Background: an optimization exercise with open tools, aiming at small area, a short achievable clock period and few clock cycles. Do not read the settings as production practice.
Only simulation tests tie the RTL to the original design; equivalence was not proved.
No activity file was given, so power comes from the tool's default toggle rates.

==> design.v <==
package isms_pkg;
  localparam int CAPACITY  = 64;
  localparam int CNT_W     = $clog2(CAPACITY + 1);
  localparam int VAL_W     = 32;
  localparam int CNT_OUT_W = 7;
  localparam logic [1:0] OP_INSERT = 2'd0;
  localparam logic [1:0] OP_REMOVE = 2'd1;
  localparam logic [1:0] OP_QUERY  = 2'd2;
  localparam logic [1:0] OP_CLEAR  = 2'd3;
  localparam logic [1:0] STAT_DONE      = 2'd0;
  localparam logic [1:0] STAT_DUPLICATE = 2'd1;
  localparam logic [1:0] STAT_NOT_FOUND = 2'd2;
  localparam logic [1:0] STAT_FULL      = 2'd3;
  localparam int N_ENTRY = 4;
endpackage
import isms_pkg::*;
module integer_set_membership_table (
  input  logic                                clk,
  input  logic                                rst,
  input  logic                                in_valid,
  output logic                                in_ready,
  input  logic [1:0]                          op,
  input  logic signed [isms_pkg::VAL_W-1:0]   value,
  output logic                                out_valid,
  input  logic                                out_ready,
  output logic                                was_present,
  output logic [1:0]                          status,
  output logic [isms_pkg::CNT_OUT_W-1:0]      member_count
);
  localparam int N = CAPACITY;
  localparam int W = VAL_W;
  localparam int S = N / N_ENTRY;
  logic         rq_v;
  logic [1:0]   rq_op;
  logic [W-1:0] rq_key;
  logic         ap_v;
  logic [1:0]   ap_op;
  logic [W-1:0] ap_key;
  logic [N-1:0] ap_hit;     
  logic         ap_phit;    
  logic [N-1:0][W-1:0] ring;
  logic [N-1:0]        ring_v;
  logic [W-1:0]        pend;
  logic                pend_v;
  logic [CNT_W-1:0]    count;
  logic [1:0] q_n;
  logic [9:0] q0, q1;
  logic [N_ENTRY-1:0] hole;
  logic [N_ENTRY-1:0] take;
  logic               drain;
  for (genvar j = 0; j < N_ENTRY; j++) begin : g_hole
    assign hole[j] = !ring_v[(j * S + N - 1) % N];
  end
  always_comb begin
    take = '0;
    for (int j = N_ENTRY - 1; j >= 0; j--) begin
      if (hole[j]) take = N_ENTRY'(1) << j;
    end
  end
  assign drain = pend_v && (|hole);
  logic go, is_ins, is_rem, is_clr, full, present, ins_ok, rm, clr;
  assign is_ins  = (ap_op == OP_INSERT);
  assign is_rem  = (ap_op == OP_REMOVE);
  assign is_clr  = (ap_op == OP_CLEAR);
  assign go      = ap_v && !q_n[1] && !(is_ins && pend_v && !(|hole));
  assign full    = (count == CNT_W'(CAPACITY));
  assign present = (|ap_hit) || (ap_phit && pend_v);
  assign ins_ok  = go && is_ins && !present && !full;
  assign rm      = go && is_rem;
  assign clr     = go && is_clr;
  logic [1:0]       stat;
  logic [CNT_W-1:0] count_next;
  always_comb begin
    stat       = STAT_DONE;
    count_next = count;
    case (ap_op)
      OP_INSERT: begin
        if (present)   stat = STAT_DUPLICATE;
        else if (full) stat = STAT_FULL;
        else           count_next = count + CNT_W'(1);
      end
      OP_REMOVE: begin
        if (!present)  stat = STAT_NOT_FOUND;
        else           count_next = count - CNT_W'(1);
      end
      OP_CLEAR:        count_next = '0;
      default: ;
    endcase
  end
  logic [9:0] res;
  assign res = {present && !is_clr, stat, CNT_OUT_W'(count_next)};
  logic [N-1:0] hit;
  logic         phit;
  logic         same;
  for (genvar p = 0; p < N; p++) begin : g_cmp
    assign hit[p] = ring_v[p] && (ring[p] == rq_key);
  end
  assign phit = pend_v && (pend == rq_key);
  assign same = (ap_key == rq_key);
  logic mv, kill, in_fire;
  assign mv       = rq_v && (!ap_v || go);
  assign in_fire  = in_valid && in_ready;
  assign kill     = go && (is_clr || (is_rem && same));
  logic [N-1:0] src_hit, nxt_hit;
  logic         src_phit;
  assign src_hit  = mv ? hit  : ap_hit;
  assign src_phit = mv ? phit : ap_phit;
  always_comb begin
    for (int p = 0; p < N; p++) begin
      if (p % S == 0 && take[p / S] && pend_v)
        nxt_hit[p] = src_phit;
      else
        nxt_hit[p] = src_hit[(p + N - 1) % N];
    end
  end
  logic [N-1:0] ring_v_n;
  logic         pend_v_n, rq_v_n, ap_v_n;
  logic [1:0]   ap_op_n, q_n_n;
  logic         pop;
  assign pop = q_n[0] && out_ready;
  always_comb begin
    for (int p = 0; p < N; p++) begin
      if (p % S == 0 && take[p / S] && pend_v)
        ring_v_n[p] = !(rm && ap_phit) && !clr;
      else
        ring_v_n[p] = ring_v[(p + N - 1) % N] && !(rm && ap_hit[(p + N - 1) % N])
                      && !clr;
    end
    if (clr)                   pend_v_n = 1'b0;
    else if (ins_ok)           pend_v_n = 1'b1;
    else if (drain)            pend_v_n = 1'b0;
    else if (rm && ap_phit)    pend_v_n = 1'b0;
    else                       pend_v_n = pend_v;
    rq_v_n  = in_fire || (rq_v && !mv);
    ap_v_n  = mv || (ap_v && !go);
    ap_op_n = mv ? rq_op : ap_op;
    case ({go, pop})
      2'b10:   q_n_n = {q_n[0], 1'b1};
      2'b01:   q_n_n = {1'b0, q_n[1]};
      default: q_n_n = q_n;
    endcase
  end
  logic hole_any_n, go_n;
  always_comb begin
    hole_any_n = 1'b0;
    for (int j = 0; j < N_ENTRY; j++) hole_any_n |= !ring_v_n[(j * S + N - 1) % N];
  end
  assign go_n = ap_v_n && !q_n_n[1] && !((ap_op_n == OP_INSERT) && pend_v_n && !hole_any_n);
  always_ff @(posedge clk) begin
    for (int p = 0; p < N; p++) begin
      if (p % S == 0 && take[p / S] && pend_v)
        ring[p] <= pend;
      else
        ring[p] <= ring[(p + N - 1) % N];
    end
  end
  always_ff @(posedge clk) begin
    if (rst) begin
      ring_v   <= '0;
      pend_v   <= 1'b0;
      count    <= '0;
      rq_v     <= 1'b0;
      ap_v     <= 1'b0;
      q_n      <= 2'b00;
      in_ready <= 1'b1;
    end else begin
      ring_v   <= ring_v_n;
      pend_v   <= pend_v_n;
      if (go) count <= count_next;
      rq_v     <= rq_v_n;
      ap_v     <= ap_v_n;
      q_n      <= q_n_n;
      in_ready <= !rq_v_n || !ap_v_n || go_n;
    end
  end
  always_ff @(posedge clk) begin
    if (go && is_ins) pend <= ap_key;
  end
  always_ff @(posedge clk) begin
    if (in_ready) begin
      rq_op  <= op;
      rq_key <= value;
    end
    if (mv) begin
      ap_op  <= rq_op;
      ap_key <= rq_key;
    end
    if (mv && kill) begin
      ap_hit  <= '0;
      ap_phit <= 1'b0;
    end else begin
      ap_hit  <= nxt_hit;
      ap_phit <= (src_phit && !drain) || (mv && go && is_ins && same);
    end
  end
  always_ff @(posedge clk) begin
    if (pop) begin
      q0 <= (go && !q_n[1]) ? res : q1;
      if (go) q1 <= res;
    end else if (go) begin
      if (!q_n[0]) q0 <= res;
      else         q1 <= res;
    end
  end
  assign out_valid    = q_n[0];
  assign was_present  = q0[9];
  assign status       = q0[8:7];
  assign member_count = q0[6:0];
endmodule
==> run.sh <==
#!/bin/bash
# synth_recipe.tcl (not shown) runs the flow's synth.tcl, then flattens the netlist and writes it again
# the make line also repeats each setting of config.mk as NAME=value (left out here)
make -C /OpenROAD-flow-scripts/flow DESIGN_CONFIG=/design/flow/config.mk WORK_HOME=/design/flow/orfs CLKGATE_MAP_FILE= SYNTH_SCRIPT=/design/flow/synth_recipe.tcl finish
==> config.mk <==
export PLATFORM = sky130hd
export DESIGN_NAME = integer_set_membership_table
export DESIGN_NICKNAME = integer_set_membership_table
export VERILOG_FILES = /design/flow/design.v
export SDC_FILE = /design/flow/constraint.sdc
export NUM_CORES = 4
export LEC_CHECK = 0
export CAP_MARGIN = 20
export CORE_MARGIN = 2
export CORE_UTILIZATION = 40
export SLEW_MARGIN = 20
==> constraint.sdc <==
create_clock -name core_clock -period 6.0 [get_ports {clk}]
set_input_delay 1.2000 -clock core_clock [delete_from_list [all_inputs] [get_ports {clk}]]
set_output_delay 1.2000 -clock core_clock [all_outputs]
set_load 0.01 [all_outputs]
==> flow_metrics.py, run 1 <==
metrics = {
    "worst_setup_path": {
        "worstPathRequired_ns": 4.80,
        "r2r_cells": 6,
        "r2r_setup_slack_ns": 2.42,
        "critPathLaunchType": "flip-flop",
        "crit_start": "in_ready$_SDFF_PP1_",
        "end_kind": "output pin",
        "r2r-end": "q0[4]$_DFFE_PP_",
        "crit_fanout": 36,
        "critPathKind": "reg2out",
        "critPathCapture": "in_ready",
        "reg2reg_from": "ap_hit[34]$_SDFF_PP0_",
        "crit_arrival_ns": 2.39,
    },
    "timing": {
        "finalSetupTns_ns": 0,
        "worstMarginPinSlew_ns": 1.13,
        "fin_crit_sh": 0.599,
        "fmax_mhz": 278,
        "maxSlewHeadroom": 0.249,
        "maxSlewViolCount": 0,
        "fin_crit_ns": 3.59,
        "hold_viol": 0,
        "worst_clock_skew_ns": 0.0591,
        "rsz0062_at_grt": "no",
        "setup_violations": 0,
    },
    "power_and_ir_drop": {
        "seqPwrFrac": 0.506,
        "internal_power_mw": 24.0,
        "powerDensity_mw_per_mm2": 360,
        "clkPwrFrac": 0.443,
        "p_switching_mw": 7.21,
        "worst_ir_drop_vdd_v": 0.000230,
        "p_leak_nw": 32.7,
        "p_sw_frac": 0.231,
        "p_comb_frac": 0.051,
    },
    "synthesis": {
        "yosysTopAreaCellShare": 0.574,
        "synth_edf_count": 118,
        "syn_inst": 6170,
        "async_flop_share": 0,
        "synth.area.top_cells": "dfxtp_1, xnor2_1, xor2_1, edfxtp_1, nand4_1",
        "ys_types": 73,
        "synth.avg_cell_area_um2": 12.4,
        "syn_nets": 6212,
        "synthTopCellsByCount": "dfxtp_1, xnor2_1, xor2_1, nand4_1, nor4_1",
        "yosysMostFrequentCell": "dfxtp_1",
        "yosysSeqAreaShare": 0.621,
        "syn-cell-area_mm2": 0.0764,
        "yosysWarnings": 1,
        "ys_ff_latch": 2310,
        "synth_flop_cell": "dfxtp_1",
        "yosysTopAreaCell": "dfxtp_1",
    },
    "cts": {
        "cts.repair.resized": 0,
        "cts_buffers": 217,
        "htreeDepth": 4,
        "cts_setup_buffers": 0,
        "cts_tree": "built",
        "clk_pin_slew_worst_paths_ns": 0.06,
        "cts-root-buf": "clkbuf_16",
        "clkLatencyLatePin_ns": 0.87,
        "cts_max_path_buffers": 3,
        "holdBufCountCts": 0,
        "cts.sinks": 2310,
    },
    "global_route": {
        "grt_pass1_wl_um": 346000,
        "grt_max_degree": 138,
        "antenna_found_initial": 13,
        "grt_overflow": 0,
        "grt_pass1_vias": 47161,
        "track_usage": 0.249,
    },
    "route": {
        "wl_per_cell_um": 27.6,
        "dr_total_vias": 46057,
        "drc": 0,
        "ant_nets": 0,
        "first_pass_iters": 8,
        "first_iter_violations": 4501,
        "routed_via_density": 5.16,
        "wl_um": 246000,
    },
    "placed_design": {
        "io_buffers": 49,
        "place.gp.congestion": 0.934,
        "dp_hpwl_um": 169000,
    },
    "die": {
        "coreArea_mm2": 0.190,
        "die_width_um": 441,
        "die_h_um": 441,
        "io_pins": 50,
        "initial_core_util": 0.402,
        "row_count": 160,
        "dieArea_mm2": 0.195,
    },
    "final_layout": {
        "syn_to_final_growth_pct": 13.6,
        "nNetsFinal": 6281,
        "finish.utilization": 0.457,
        "fillers": 17066,
        "drive_above_1_share": 0.0885,
    },
    "job": {
        "drv_cap": 0,
    },
    "hold_path": {
        "worst_hold_path_type": "reg2reg",
    },
    "status": {
        "status": "complete, no violations",
    },
}
==> final cells by class <==
class,count,area [um^2],area share
clock inverter,64,797,0.00918
multi-input combinational,3530,27400,0.315
antenna,3,7.51,0.0000865
clock buffer,334,6440,0.0742
tap,2511,3140,0.0362
inverter,27,101,0.00117
sequential,2310,47400,0.546
timing repair buffer,153,1550,0.0178
==> metal layers <==
metal  up-vias  track usage  wire [um]
met5         -            0         11
met3       461       0.0475      18500
met4         2       0.0888       9100
met2      1918        0.394     111000
li1      20776            -          -
met1     22900        0.338     108000
==> kinds of logic after synthesis <==
group	count (synthesis)	share of synthesized area
AO/OA/AOI/OAI	166	0.0170
buffers and inverters	330	0.0223
adder cells (fa/ha/maj)	5	0.000786
XOR/XNOR	2095	0.240
multiplexers	101	0.0149
AND/OR/NAND/NOR	1163	0.0844
flip-flops	2310	0.621
==> sequential cells by signal (all words and copies together) (netlist names) <==
register and count:
pend_v 1, q0 10, rq_v 1, ap_key 32, ap_hit 64, count 7
q_n 2, ap_v 1, rq_op 2, ap_op 2, ring 2048, in_ready 1
pend 32, rq_key 32, ap_phit 1, ring_v 64, q1 10
==> critical path: stages (launching register included) <==
cell and delay (ns):
dfxtp_2 0.32, buf_4 0.50, clkdlybuf4s50_1 0.67
==> metrics by stage <==
| stage | worst slack, ns | cell area [um^2] | power [mW] | cells | hold slack [ns] |
|---|---|---|---|---|---|
| after floorplan | 3.71 | 76400 | 17.1 | 6170 | 0.331 |
| after global placement | 1.84 | 79600 | 17.7 | 8531 | 0.342 |
| after detailed placement | 2.45 | 79600 | 17.7 | 8531 | 0.338 |
| after CTS | 2.31 | 86800 | 31.4 | 8929 | 0.331 |
| after global routing | 2.31 | 86800 | 32.1 | 8930 | 0.341 |
| final | 2.41 | 86800 | 31.2 | 8932 | 0.331 |
==> worst min-delay path by stage <==
stage,start,endpoint,slack [ns],depth (start not counted)
after detailed placement,ring[709]$_DFF_P_,ring[741]$_DFF_P_,0.34,0
final,ring[337]$_DFF_P_,ring[369]$_DFF_P_,0.33,0
after global placement,ring[709]$_DFF_P_,ring[741]$_DFF_P_,0.34,0
after CTS,ring[337]$_DFF_P_,ring[369]$_DFF_P_,0.33,0
after global routing,ring[1797]$_DFF_P_,ring[1829]$_DFF_P_,0.34,0
after floorplan,ring[1430]$_DFF_P_,ring[1462]$_DFF_P_,0.33,0
==> cells in the final DEF (no fill, tap or decap), types with 5 or more instances in the layout <==
master / n
buf_4: 82
clkbuf_8: 53
o41ai_1: 44
edfxtp_1: 118
mux2_2: 99
o211ai_1: 5
xnor2_1: 1067
inv_1: 25
bufinv_16: 10
nor2_1: 34
a21oi_1: 20
and3_1: 63
o31ai_1: 20
a31oi_1: 10
clkinv_8: 5
nand3_1: 77
clkdlybuf4s50_1: 49
or4_1: 16
nand4_1: 322
nor4_2: 6
nor4_1: 283
nand2_1: 260
clkinv_2: 35
o21ai_0: 11
a41oi_1: 5
xor2_1: 1028
clkbuf_16: 219
dfxtp_1: 2191
inv_16: 5
clkbuf_1: 62
buf_12: 22
o2111ai_1: 6
nor3_1: 65
==> power by group through the flow <==
stage	Sequential, mW	Clock, mW	Combinational, mW
2_1_floorplan	16.0	0	1.09
3_3_place_gp	16.1	0	1.58
3_5_place_dp	16.1	0	1.58
4_1_cts	15.8	14.0	1.59
5_1_grt	15.8	14.6	1.69
6_report	15.8	13.8	1.60
Testbench counts, summed over its fixed seeds: cycles 5,663.
==> run 2, diff against run 1 <==
--- a/config.mk
+++ b/config.mk
@@ -8,4 +8,5 @@
 export CAP_MARGIN = 20
 export CORE_MARGIN = 2
-export CORE_UTILIZATION = 40
+export CORE_UTILIZATION = 55
+export SETUP_SLACK_MARGIN = 3.5
 export SLEW_MARGIN = 20
==> flow_metrics.py, run 2 <==
metrics = {
    "timing": {
        "maxSlewViolCount": 0,
        "worstMarginPinSlew_ns": 1.03,
        "rsz0062_at_grt": "yes",
        "fin_crit_sh": 0.450,
        "hold_viol": 0,
        "setup_violations": 0,
        "fmax_mhz": 371,
        "maxSlewHeadroom": 0.316,
        "finalSetupTns_ns": 0,
        "fin_crit_ns": 2.70,
        "worst_clock_skew_ns": 0.0266,
    },
    "synthesis": {
        "syn_nets": 6212,
        "yosysWarnings": 1,
        "syn_inst": 6170,
        "ys_ff_latch": 2310,
        "yosysMostFrequentCell": "dfxtp_1",
        "synth.area.top_cells": "dfxtp_1, xnor2_1, xor2_1, edfxtp_1, nand4_1",
        "yosysTopAreaCellShare": 0.574,
        "syn-cell-area_mm2": 0.0764,
        "ys_types": 73,
        "async_flop_share": 0,
        "synth.avg_cell_area_um2": 12.4,
        "synthTopCellsByCount": "dfxtp_1, xnor2_1, xor2_1, nand4_1, nor4_1",
        "synth_edf_count": 118,
        "synth_flop_cell": "dfxtp_1",
        "yosysSeqAreaShare": 0.621,
        "yosysTopAreaCell": "dfxtp_1",
    },
    "cts": {
        "cts_buffers": 222,
        "clkLatencyLatePin_ns": 0.86,
        "clk_pin_slew_worst_paths_ns": 0.07,
        "cts_max_path_buffers": 3,
        "holdBufCountCts": 0,
        "cts-root-buf": "clkbuf_16",
        "cts_tree": "built",
        "cts.sinks": 2310,
        "htreeDepth": 4,
    },
    "final_layout": {
        "drive_above_1_share": 0.155,
        "seqCellArea_mm2": 0.0474,
        "fin_area_mm2": 0.0920,
        "fillers": 10264,
        "syn_to_final_growth_pct": 20.5,
        "largest_reg_flops": 2048,
        "regMostFlops": "ring",
        "multi_input_area_mm2": 0.0288,
        "nNetsFinal": 6532,
        "final_common_cell": "dfxtp_1",
        "final_cell_mix": "dfxtp_1, xnor2_1, xor2_1, nand4_1, nand2_1",
        "top_regs": "ring x2048, ap_hit x64, ring_v x64",
    },
    "worst_setup_path": {
        "cp_num_buf_inv": 0,
        "end_kind": "flip-flop",
        "reg2reg_from": "pend[12]$_DFFE_PN_",
        "critPathLaunchType": "flip-flop",
        "worstPathRequired_ns": 6.79,
        "r2r_cells": 6,
        "r2r_setup_slack_ns": 3.30,
        "slowest_stage": "edfxtp_1",
        "crit_fanout": 5,
        "cp_top_family": "simple AND/OR/NAND/NOR gates",
        "cp_slowest_stage_delay_ns": 0.59,
        "critPathKind": "reg2reg",
        "crit_chain": "xor2_1, nor4_1, nand4_1, or4_4, o211ai_1, o211a_1",
        "crit_arrival_ns": 3.49,
        "r2r-end": "ap_hit[48]$_SDFF_PP0_",
    },
    "global_route": {
        "grt_max_degree": 74,
        "met3_usage": 0.126,
        "grt_overflow": 0,
        "track_usage": 0.423,
        "grt_pass1_vias": 48750,
        "top_usage_layer": "met2",
        "use_met1": 0.544,
        "grt_use_met2": 0.636,
        "antenna_found_initial": 12,
        "grt_pass1_wl_um": 408000,
    },
    "placed_design": {
        "placed_area_mm2": 0.0785,
        "place.gp.congestion": 0.970,
        "io_buffers": 49,
        "dp_hpwl_um": 162000,
    },
    "route": {
        "wl_per_cell_um": 36.3,
        "drc": 0,
        "ant_nets": 0,
        "wl_um": 308000,
        "first_iter_violations": 6550,
        "first_pass_iters": 10,
        "dr_total_vias": 50506,
        "routed_via_density": 5.96,
    },
    "hold_path": {
        "holdPathEnd": "ring[670]$_DFF_P_",
        "worst_hold_path_type": "reg2reg",
        "worstHoldPathCells": 0,
        "hold_start": "ring[638]$_DFF_P_",
    },
    "power_and_ir_drop": {
        "internal_power_mw": 24.9,
        "powerDensity_mw_per_mm2": 354,
        "p_leak_nw": 35.9,
        "seqPwrFrac": 0.484,
        "clkPwrFrac": 0.445,
        "p_comb_frac": 0.070,
        "worst_ir_drop_vdd_v": 0.000303,
        "p_switching_mw": 7.65,
        "p_sw_frac": 0.235,
    },
    "die": {
        "row_count": 136,
        "dieArea_mm2": 0.142,
        "initial_core_util": 0.555,
        "die_h_um": 377,
        "die_width_um": 377,
        "coreArea_mm2": 0.138,
        "io_pins": 50,
    },
    "status": {
        "status": "complete, no violations",
    },
    "job": {
        "drv_cap": 0,
    },
}
==> run 2: cell types whose count changed in the layout (fill, tap and decap cells not counted), moves of 21 or more <==
cell	previous run	this run
o41ai_1	44	23
bufbuf_16	0	42
buf_12	22	59
buf_4	82	166
nor4_1	283	208
nor4_2	6	63
buf_16	0	32
buf_6	0	30
==> run 2: logic make-up (layout without fill, tap and decap cells) <==
group | Yosys count | count (layout) | share of synthesized area
adders and majority gates | 5 | 5 | 0.000786
buffers and inverters | 330 | 833 | 0.0223
DFF | 2310 | 2310 | 0.621
xor gates and xnor gates | 2095 | 2095 | 0.240
other | 0 | 4 | 0
AOI/OAI and AO/OA | 166 | 167 | 0.0170
and+or+nand+nor | 1163 | 1167 | 0.0844
muxes | 101 | 101 | 0.0149
==> run 2: area by class of cell <==
cell class,count,area share
sequential,2310,0.515
multi-input combinational,3535,0.312
clock buffer,339,0.0738
timing repair buffer,394,0.0631
tap,1794,0.0244
clock inverter,73,0.00960
inverter,27,0.00110
antenna,4,0.000109
==> run 2: worst max path at each step <==
stage / end / depth (start not counted) / start / slack [ns]
6_report: ap_hit[48]$_SDFF_PP0_ / 6 / pend[12]$_DFFE_PN_ / 3.30
5_1_grt: ap_hit[48]$_SDFF_PP0_ / 7 / rq_key[13]$_DFFE_PP_ / 3.27
4_1_cts: in_ready / 2 / in_ready$_SDFF_PP1_ / 3.31
3_5_place_dp: q0[5]$_DFFE_PP_ / 6 / ap_hit[38]$_SDFF_PP0_ / 2.18
3_3_place_gp: q0[5]$_DFFE_PP_ / 6 / ap_hit[38]$_SDFF_PP0_ / 2.09
2_1_floorplan: in_ready / 0 / in_ready$_SDFF_PP1_ / 3.71
==> run 2: timing repair <==
item | CTS | global route
setup endpoints to repair | 229 | 130
pin swaps | 38 | 107
endpoints found under the hold margin | 0 | 0
gates resized for setup | 266 | 183
buffers inserted | 141 | 60
cloned | 59 | 6
==> run 2: metrics by stage <==
stage               total power [mW]  instances  hold WS, ns  utilization  setup WS [ns]
finish                          32.6       8476        0.348        0.669           3.30
global route                    33.3       8472        0.354        0.669           3.27
CTS                             32.4       8406        0.340        0.656           3.31
detailed placement              17.7       7794        0.346        0.571           2.18
global placement                17.7       7794        0.351        0.570           2.09
floorplan                       17.1       6170        0.331            -           3.71
==> run 2: power by group through the flow <==
stage          combinational [mW]  sequential, mW  clock (mW)
2_1_floorplan                1.09            16.0           0
5_1_grt                      2.33            15.8        15.2
3_3_place_gp                 1.58            16.1           0
4_1_cts                      2.12            15.8        14.5
3_5_place_dp                 1.58            16.1           0
6_report                     2.30            15.8        14.5
==> run 2: metal layers <==
metal,up-vias,share of wire
met2,3111,0.43
met5,-,0.00046
met3,897,0.11
met1,25175,0.40
met4,6,0.069
li1,21317,-
==> run 3, diff against run 2 <==
--- a/design.v
+++ b/design.v
@@ -31,7 +31,4 @@
   localparam int W = VAL_W;
   localparam int S = N / N_ENTRY;
-  logic         rq_v;
-  logic [1:0]   rq_op;
-  logic [W-1:0] rq_key;
   logic         ap_v;
   logic [1:0]   ap_op;
@@ -94,16 +91,16 @@
   logic         same;
   for (genvar p = 0; p < N; p++) begin : g_cmp
-    assign hit[p] = ring_v[p] && (ring[p] == rq_key);
+    assign hit[p] = ring_v[p] && (ring[p] == value);
   end
-  assign phit = pend_v && (pend == rq_key);
-  assign same = (ap_key == rq_key);
+  assign phit = pend_v && (pend == value);
+  assign same = (ap_key == value);
   logic mv, kill, in_fire;
-  assign mv       = rq_v && (!ap_v || go);
   assign in_fire  = in_valid && in_ready;
+  assign mv       = in_fire;
   assign kill     = go && (is_clr || (is_rem && same));
   logic [N-1:0] src_hit, nxt_hit;
   logic         src_phit;
-  assign src_hit  = mv ? hit  : ap_hit;
-  assign src_phit = mv ? phit : ap_phit;
+  assign src_hit  = in_ready ? hit  : ap_hit;
+  assign src_phit = in_ready ? phit : ap_phit;
   always_comb begin
     for (int p = 0; p < N; p++) begin
@@ -115,5 +112,5 @@
   end
   logic [N-1:0] ring_v_n;
-  logic         pend_v_n, rq_v_n, ap_v_n;
+  logic         pend_v_n, ap_v_n;
   logic [1:0]   ap_op_n, q_n_n;
   logic         pop;
@@ -132,7 +129,6 @@
     else if (rm && ap_phit)    pend_v_n = 1'b0;
     else                       pend_v_n = pend_v;
-    rq_v_n  = in_fire || (rq_v && !mv);
     ap_v_n  = mv || (ap_v && !go);
-    ap_op_n = mv ? rq_op : ap_op;
+    ap_op_n = mv ? op : ap_op;
     case ({go, pop})
       2'b10:   q_n_n = {q_n[0], 1'b1};
@@ -160,5 +156,4 @@
       pend_v   <= 1'b0;
       count    <= '0;
-      rq_v     <= 1'b0;
       ap_v     <= 1'b0;
       q_n      <= 2'b00;
@@ -168,8 +163,7 @@
       pend_v   <= pend_v_n;
       if (go) count <= count_next;
-      rq_v     <= rq_v_n;
       ap_v     <= ap_v_n;
       q_n      <= q_n_n;
-      in_ready <= !rq_v_n || !ap_v_n || go_n;
+      in_ready <= !ap_v_n || go_n;
     end
   end
@@ -179,17 +173,13 @@
   always_ff @(posedge clk) begin
     if (in_ready) begin
-      rq_op  <= op;
-      rq_key <= value;
+      ap_op  <= op;
+      ap_key <= value;
     end
-    if (mv) begin
-      ap_op  <= rq_op;
-      ap_key <= rq_key;
-    end
-    if (mv && kill) begin
+    if (in_ready && kill) begin
       ap_hit  <= '0;
       ap_phit <= 1'b0;
     end else begin
       ap_hit  <= nxt_hit;
-      ap_phit <= (src_phit && !drain) || (mv && go && is_ins && same);
+      ap_phit <= (src_phit && !drain) || (in_ready && go && is_ins && same);
     end
   end
==> flow_metrics.py, run 3 <==
metrics = {
    "global_route": {
        "grt_overflow": 0,
        "antenna_found_initial": 4,
        "grt_max_degree": 54,
        "track_usage": 0.371,
        "grt_pass1_wl_um": 365000,
        "grt_pass1_vias": 47334,
    },
    "timing": {
        "fmax_mhz": 347,
        "worst_clock_skew_ns": 0.0329,
        "maxSlewViolCount": 0,
        "setup_violations": 0,
        "worstMarginPinSlew_ns": 1.20,
        "hold_viol": 0,
        "finalSetupTns_ns": 0,
        "rsz0062_at_grt": "yes",
        "fin_crit_sh": 0.481,
        "fin_crit_ns": 2.88,
        "maxSlewHeadroom": 0.201,
    },
    "worst_setup_path": {
        "critPathKind": "reg2reg",
        "worstPathRequired_ns": 6.58,
        "end_kind": "flip-flop",
        "critPathLaunchType": "flip-flop",
        "crit_arrival_ns": 3.46,
        "crit_fanout": 4,
        "crit_start": "ap_hit[62]$_SDFF_PP0_",
        "reg2reg_from": "ap_hit[62]$_SDFF_PP0_",
    },
    "route": {
        "drc": 0,
        "wl_um": 278000,
        "first_pass_iters": 6,
        "ant_nets": 0,
        "routed_via_density": 5.77,
        "dr_total_vias": 47676,
        "first_iter_violations": 5307,
        "wl_per_cell_um": 33.7,
    },
    "final_layout": {
        "top_regs": "ring x2048, ap_hit x64, ring_v x64",
        "final_common_cell": "dfxtp_1",
        "largest_reg_flops": 2048,
        "regMostFlops": "ring",
        "fin_cells": 8269,
        "nNetsFinal": 6347,
        "final_cell_mix": "dfxtp_1, xor2_1, xnor2_1, nand4_1, nor4_1",
        "finish.utilization": 0.650,
        "fin_area_mm2": 0.0881,
        "syn_to_final_growth_pct": 17.4,
        "fillers": 10369,
        "drive_above_1_share": 0.132,
    },
    "power_and_ir_drop": {
        "internal_power_mw": 23.7,
        "p_leak_nw": 34.4,
        "power.total_mw": 31.0,
        "p_sw_frac": 0.235,
        "powerDensity_mw_per_mm2": 352,
        "worst_ir_drop_vdd_v": 0.000260,
        "p_comb_frac": 0.062,
        "seqPwrFrac": 0.501,
        "p_switching_mw": 7.27,
        "clkPwrFrac": 0.437,
    },
    "die": {
        "dieArea_mm2": 0.139,
        "die_h_um": 373,
        "initial_core_util": 0.554,
        "io_pins": 50,
        "coreArea_mm2": 0.135,
        "row_count": 135,
        "die_width_um": 373,
    },
    "placed_design": {
        "placed_area_mm2": 0.0775,
        "place.gp.congestion": 1.05,
        "place_inst": 7751,
        "dp_hpwl_um": 175000,
        "io_buffers": 49,
    },
    "cts": {
        "holdBufCountCts": 0,
        "cts.sinks": 2275,
        "htreeDepth": 4,
        "clk_pin_slew_worst_paths_ns": 0.07,
        "clkLatencyLatePin_ns": 0.84,
        "cts_buffers": 215,
        "cts_tree": "built",
        "cts-root-buf": "clkbuf_16",
        "cts_max_path_buffers": 3,
    },
    "synthesis": {
        "yosysMostFrequentCell": "dfxtp_1",
        "yosysSeqAreaShare": 0.619,
        "syn-cell-area_mm2": 0.0750,
        "yosysTopAreaCellShare": 0.584,
        "synth_edf_count": 86,
        "synth_flop_cell": "dfxtp_1",
        "synthTopCellsByCount": "dfxtp_1, xor2_1, xnor2_1, nor4_1, nand4_1",
        "syn_nets": 6185,
        "yosysWarnings": 1,
        "syn_inst": 6143,
        "yosysTopAreaCell": "dfxtp_1",
        "synth.area.top_cells": "dfxtp_1, xor2_1, xnor2_1, edfxtp_1, nor4_1",
        "ys_types": 63,
        "synth.avg_cell_area_um2": 12.2,
        "ys_ff_latch": 2275,
        "async_flop_share": 0,
    },
    "job": {
        "drv_cap": 0,
    },
    "status": {
        "status": "complete, no violations",
    },
    "hold_path": {
        "hold_start": "ring[428]$_DFF_P_",
        "worst_hold_path_type": "reg2reg",
    },
}
[run 3: through the flow]
step | hold WS (ns) | setup slack, ns
after floorplan | 0.331 | 3.16
after global placement | 0.337 | 2.07
after detailed placement | 0.343 | 2.05
after CTS | 0.351 | 3.10
after global routing | 0.351 | 3.11
final | 0.354 | 3.12
[run 3: path summary, 6_finish.rpt]
path,end,cells past startpoint,slack [ns]
min,ring[460]$_DFF_P_,0,0.35
max,q0[3]$_DFFE_PP_,6,3.12
min reg2reg,ring[460]$_DFF_P_,0,0.35
max reg2reg,q0[3]$_DFFE_PP_,6,3.12
[run 3: power groups by stage]
stage	logic, mW	clock network (mW)	registers (mW)
2_1_floorplan	1.08	0	15.8
3_3_place_gp	1.60	0	15.8
3_5_place_dp	1.60	0	15.8
4_1_cts	1.73	13.6	15.5
5_1_grt	1.99	14.2	15.5
6_report	1.93	13.5	15.5
[run 3: layer usage]
| metal | vias up | global-route usage | wire length (um) |
|---|---|---|---|
| met1 | 23613 | 0.498 | 116000 |
| met3 | 672 | 0.0678 | 24100 |
| met2 | 2532 | 0.580 | 122000 |
| met4 | 2 | 0.180 | 15700 |
| li1 | 20857 | - | - |
| met5 | - | 0 | 13 |
[run 3: area by class of cell]
cell class / instances / area (um^2) / area share
clock inverter: 60 / 697 / 0.00791
multi-input combinational: 3518 / 28200 / 0.320
inverter: 31 / 118 / 0.00134
antenna: 5 / 12.5 / 0.000142
tap: 1781 / 2230 / 0.0253
timing repair buffer: 264 / 4030 / 0.0457
sequential: 2275 / 46400 / 0.527
clock buffer: 335 / 6400 / 0.0727
[run 3: timing repair]
item | 4_1_cts | 5_1_grt
gates cloned | 13 | 26
resized for setup | 261 | 149
hold endpoints to repair | 0 | 0
pin swaps | 24 | 34
setup buffers | 22 | 57
endpoints found under the setup margin | 186 | 123
[run 3: worst max-delay path, cell delays in order (launching register included)]
cell	delay, ns
dfxtp_1	0.44
nor4_4	0.44
nand3_4	0.24
or4_4	0.66
or4_4	0.47
a32oi_4	0.26
a31oi_1	0.11
[run 3: cell families after synthesis]
group                      synth area share
DFF                                   0.619
xor gates and xnor gates              0.244
buffers and inverters                0.0194
adders and majority gates          0.000667
AOI/OAI and AO/OA                    0.0139
muxes                                0.0150
and+or+nand+nor                      0.0888
Testbench counts of run 3, summed over its fixed seeds: cycles 5,655.
==> run 4, diff against run 3 <==
--- a/config.mk
+++ b/config.mk
@@ -8,5 +8,5 @@
 export CAP_MARGIN = 20
 export CORE_MARGIN = 2
-export CORE_UTILIZATION = 55
+export CORE_UTILIZATION = 70
 export SETUP_SLACK_MARGIN = 3.5
 export SLEW_MARGIN = 20
==> flow_metrics.py, run 4 <==
metrics = {
    "synthesis": {
        "synth_flop_cell": "dfxtp_1",
        "synthTopCellsByCount": "dfxtp_1, xor2_1, xnor2_1, nor4_1, nand4_1",
        "synth.avg_cell_area_um2": 12.2,
        "ys_types": 63,
        "yosysMostFrequentCell": "dfxtp_1",
        "yosysSeqAreaShare": 0.619,
        "synth_edf_count": 86,
        "yosysTopAreaCellShare": 0.584,
        "ys_ff_latch": 2275,
        "syn_nets": 6185,
        "async_flop_share": 0,
        "syn_inst": 6143,
        "yosysWarnings": 1,
        "synth.area.top_cells": "dfxtp_1, xor2_1, xnor2_1, edfxtp_1, nor4_1",
        "syn-cell-area_mm2": 0.0750,
        "yosysTopAreaCell": "dfxtp_1",
    },
    "final_layout": {
        "final_cell_mix": "dfxtp_1, xor2_1, xnor2_1, nand4_1, nor4_1",
        "syn_to_final_growth_pct": 16.7,
        "seqCellArea_mm2": 0.0464,
        "nNetsFinal": 6319,
        "multi_input_area_mm2": 0.0281,
        "top_regs": "ring x2048, ap_hit x64, ring_v x64",
        "final_common_cell": "dfxtp_1",
        "regMostFlops": "ring",
        "fillers": 5852,
        "fin_area_mm2": 0.0876,
        "drive_above_1_share": 0.131,
        "largest_reg_flops": 2048,
        "finish.utilization": 0.820,
    },
    "route": {
        "first_iter_violations": 7231,
        "routed_via_density": 6.49,
        "ant_nets": 0,
        "dr_total_vias": 51103,
        "first_pass_iters": 7,
        "wl_per_cell_um": 35.9,
        "wl_um": 283000,
        "drc": 0,
    },
    "placed_design": {
        "place.gp.congestion": 1.02,
        "io_buffers": 49,
        "placed_area_mm2": 0.0767,
        "dp_hpwl_um": 158000,
    },
    "timing": {
        "worst_clock_skew_ns": 0.0231,
        "rsz0062_at_grt": "yes",
        "finalSetupTns_ns": 0,
        "fin_crit_sh": 0.480,
        "maxSlewViolCount": 0,
        "fmax_mhz": 347,
        "hold_viol": 0,
        "worstMarginPinSlew_ns": 1.12,
        "setup_violations": 0,
        "maxSlewHeadroom": 0.253,
        "fin_crit_ns": 2.88,
    },
    "global_route": {
        "grt_overflow": 0,
        "track_usage": 0.475,
        "grt_pass1_wl_um": 368000,
        "grt_max_degree": 52,
        "antenna_found_initial": 18,
        "grt_pass1_vias": 50202,
    },
    "worst_setup_path": {
        "r2r_setup_slack_ns": 3.12,
        "crit_chain": "nor4_1, nand3_4, or4_4, or4_4, a32oi_4, a31oi_1",
        "r2r_cells": 6,
        "cp_top_family": "simple AND/OR/NAND/NOR gates",
        "slowest_stage": "or4_4",
        "crit_arrival_ns": 3.43,
        "cp_num_buf_inv": 0,
        "critPathLaunchType": "flip-flop",
        "crit_fanout": 6,
        "cp_slowest_stage_delay_ns": 0.68,
        "end_kind": "flip-flop",
        "crit_top_cell": "or4_4",
        "critPathKind": "reg2reg",
        "cp.depth": 6,
        "worstPathRequired_ns": 6.55,
    },
    "cts": {
        "cts_tree": "built",
        "clk_pin_slew_worst_paths_ns": 0.07,
        "holdBufCountCts": 0,
        "cts-root-buf": "clkbuf_16",
        "cts_max_path_buffers": 3,
        "htreeDepth": 4,
        "clkLatencyLatePin_ns": 0.83,
        "cts_buffers": 204,
        "cts.sinks": 2275,
    },
    "power_and_ir_drop": {
        "power.total_mw": 31.3,
        "clkPwrFrac": 0.439,
        "worst_ir_drop_vdd_v": 0.000329,
        "seqPwrFrac": 0.496,
        "p_switching_mw": 7.32,
        "p_comb_frac": 0.065,
        "p_leak_nw": 34.4,
        "internal_power_mw": 24.0,
        "powerDensity_mw_per_mm2": 357,
        "p_sw_frac": 0.234,
    },
    "die": {
        "row_count": 120,
        "initial_core_util": 0.703,
        "die_width_um": 331,
        "die_h_um": 331,
        "io_pins": 50,
        "dieArea_mm2": 0.110,
        "coreArea_mm2": 0.107,
    },
    "hold_path": {
        "worstHoldPathCells": 0,
        "worst_hold_path_type": "reg2reg",
    },
    "status": {
        "status": "complete, no violations",
    },
    "job": {
        "drv_cap": 0,
    },
}
-- run 4: cell counts after synthesis --
No cell type changed its count.
-- run 4: kinds of logic after synthesis --
logic type      count (synthesis)  synth area share
compound gates                163            0.0139
xor+xnor                     2087             0.244
fa+ha+maj                       4          0.000667
buf+inv                       353            0.0194
flops                        2275             0.619
mux                           100            0.0150
simple gates                 1161            0.0888
-- run 4: timing repair --
action,4_1_cts,5_1_grt
pin swaps,30,26
setup buffers,32,57
gates cloned,20,29
gates resized for setup,244,183
endpoints found under the setup margin,196,153
-- run 4: layout make-up --
type | instances | area share
antenna | 12 | 0.000343
tap | 1403 | 0.0200
sequential | 2275 | 0.530
clock inverter | 86 | 0.0119
multi-input combinational | 3517 | 0.321
timing repair buffer | 248 | 0.0459
inverter | 31 | 0.00137
clock buffer | 299 | 0.0697
-- run 4: path summary, 6_finish.rpt --
path	from	to
hold / removal	ring[1429]$_DFF_P_	ring[1461]$_DFF_P_
setup / recovery	ap_hit[52]$_SDFF_PP0_	q0[3]$_DFFE_PP_
hold reg to reg	ring[1429]$_DFF_P_	ring[1461]$_DFF_P_
setup reg to reg	ap_hit[52]$_SDFF_PP0_	q0[3]$_DFFE_PP_
-- run 4: stage by stage --
step / worst slack, ns / hold slack [ns] / cells
after global placement: 1.69 / 0.337 / 7336
after global routing: 3.08 / 0.352 / 7861
after floorplan: 3.16 / 0.331 / 6143
after detailed placement: 1.70 / 0.340 / 7336
after CTS: 3.22 / 0.346 / 7773
final: 3.12 / 0.352 / 7871
-- run 4: per-layer routing --
metal  vias to the layer above  GRT usage  part of all wire
met5                         -          0           0.00059
met2                      4073      0.713              0.42
met4                        12      0.312             0.086
li1                      20794          -                 -
met3                      1236      0.145              0.13
met1                     24988      0.595              0.36
-- run 4: power groups by stage --
stage	Clock, mW	Combinational, mW	Sequential, mW
6_report	13.7	2.03	15.5
4_1_cts	13.6	1.76	15.5
3_5_place_dp	0	1.52	15.8
2_1_floorplan	0	1.08	15.8
3_3_place_gp	0	1.50	15.8
5_1_grt	14.2	2.06	15.5

==> separate check: timing with driven ports <==
How much do the figures lean on ideal ports? The routed layouts below were timed once more, with nothing changed but the port constraints.
Step 1: set_driving_cell puts a clkbuf_16 on clk and a buf_2 on each other input, an assumption about the parent block.
Step 2 adds t to the input delays and takes it off the output delays; t is the mean of the earliest and latest rising clock arrival at the registers after step 1. Input paths then give back, and output paths get back, about the clock's delay inside the block.
Slacks: ideal / step 1 / step 2; pairs: ideal / step 1.
run	t (ns)	setup slack, ns	hold WS [ns]	clock arrival spread, ns	pins driven straight from the clock port
run 1	0.927	2.405 / 2.320 / 2.416	0.331 / 0.331 / 0.331	0.060 / 0.060	1
run 2	0.929	3.302 / 3.265 / 2.988	0.348 / 0.348 / 0.348	0.038 / 0.037	1
run 3	0.909	3.116 / 3.034 / 2.126	0.354 / 0.354 / 0.354	0.037 / 0.037	1
run 4	0.895	3.120 / 3.120 / 2.455	0.352 / 0.352 / 0.352	0.026 / 0.027	1
After both steps every run listed still meets setup and hold. For run 3, which loses most, drivers alone change the setup slack by -0.082 ns; drivers and shift together by -0.990 ns.
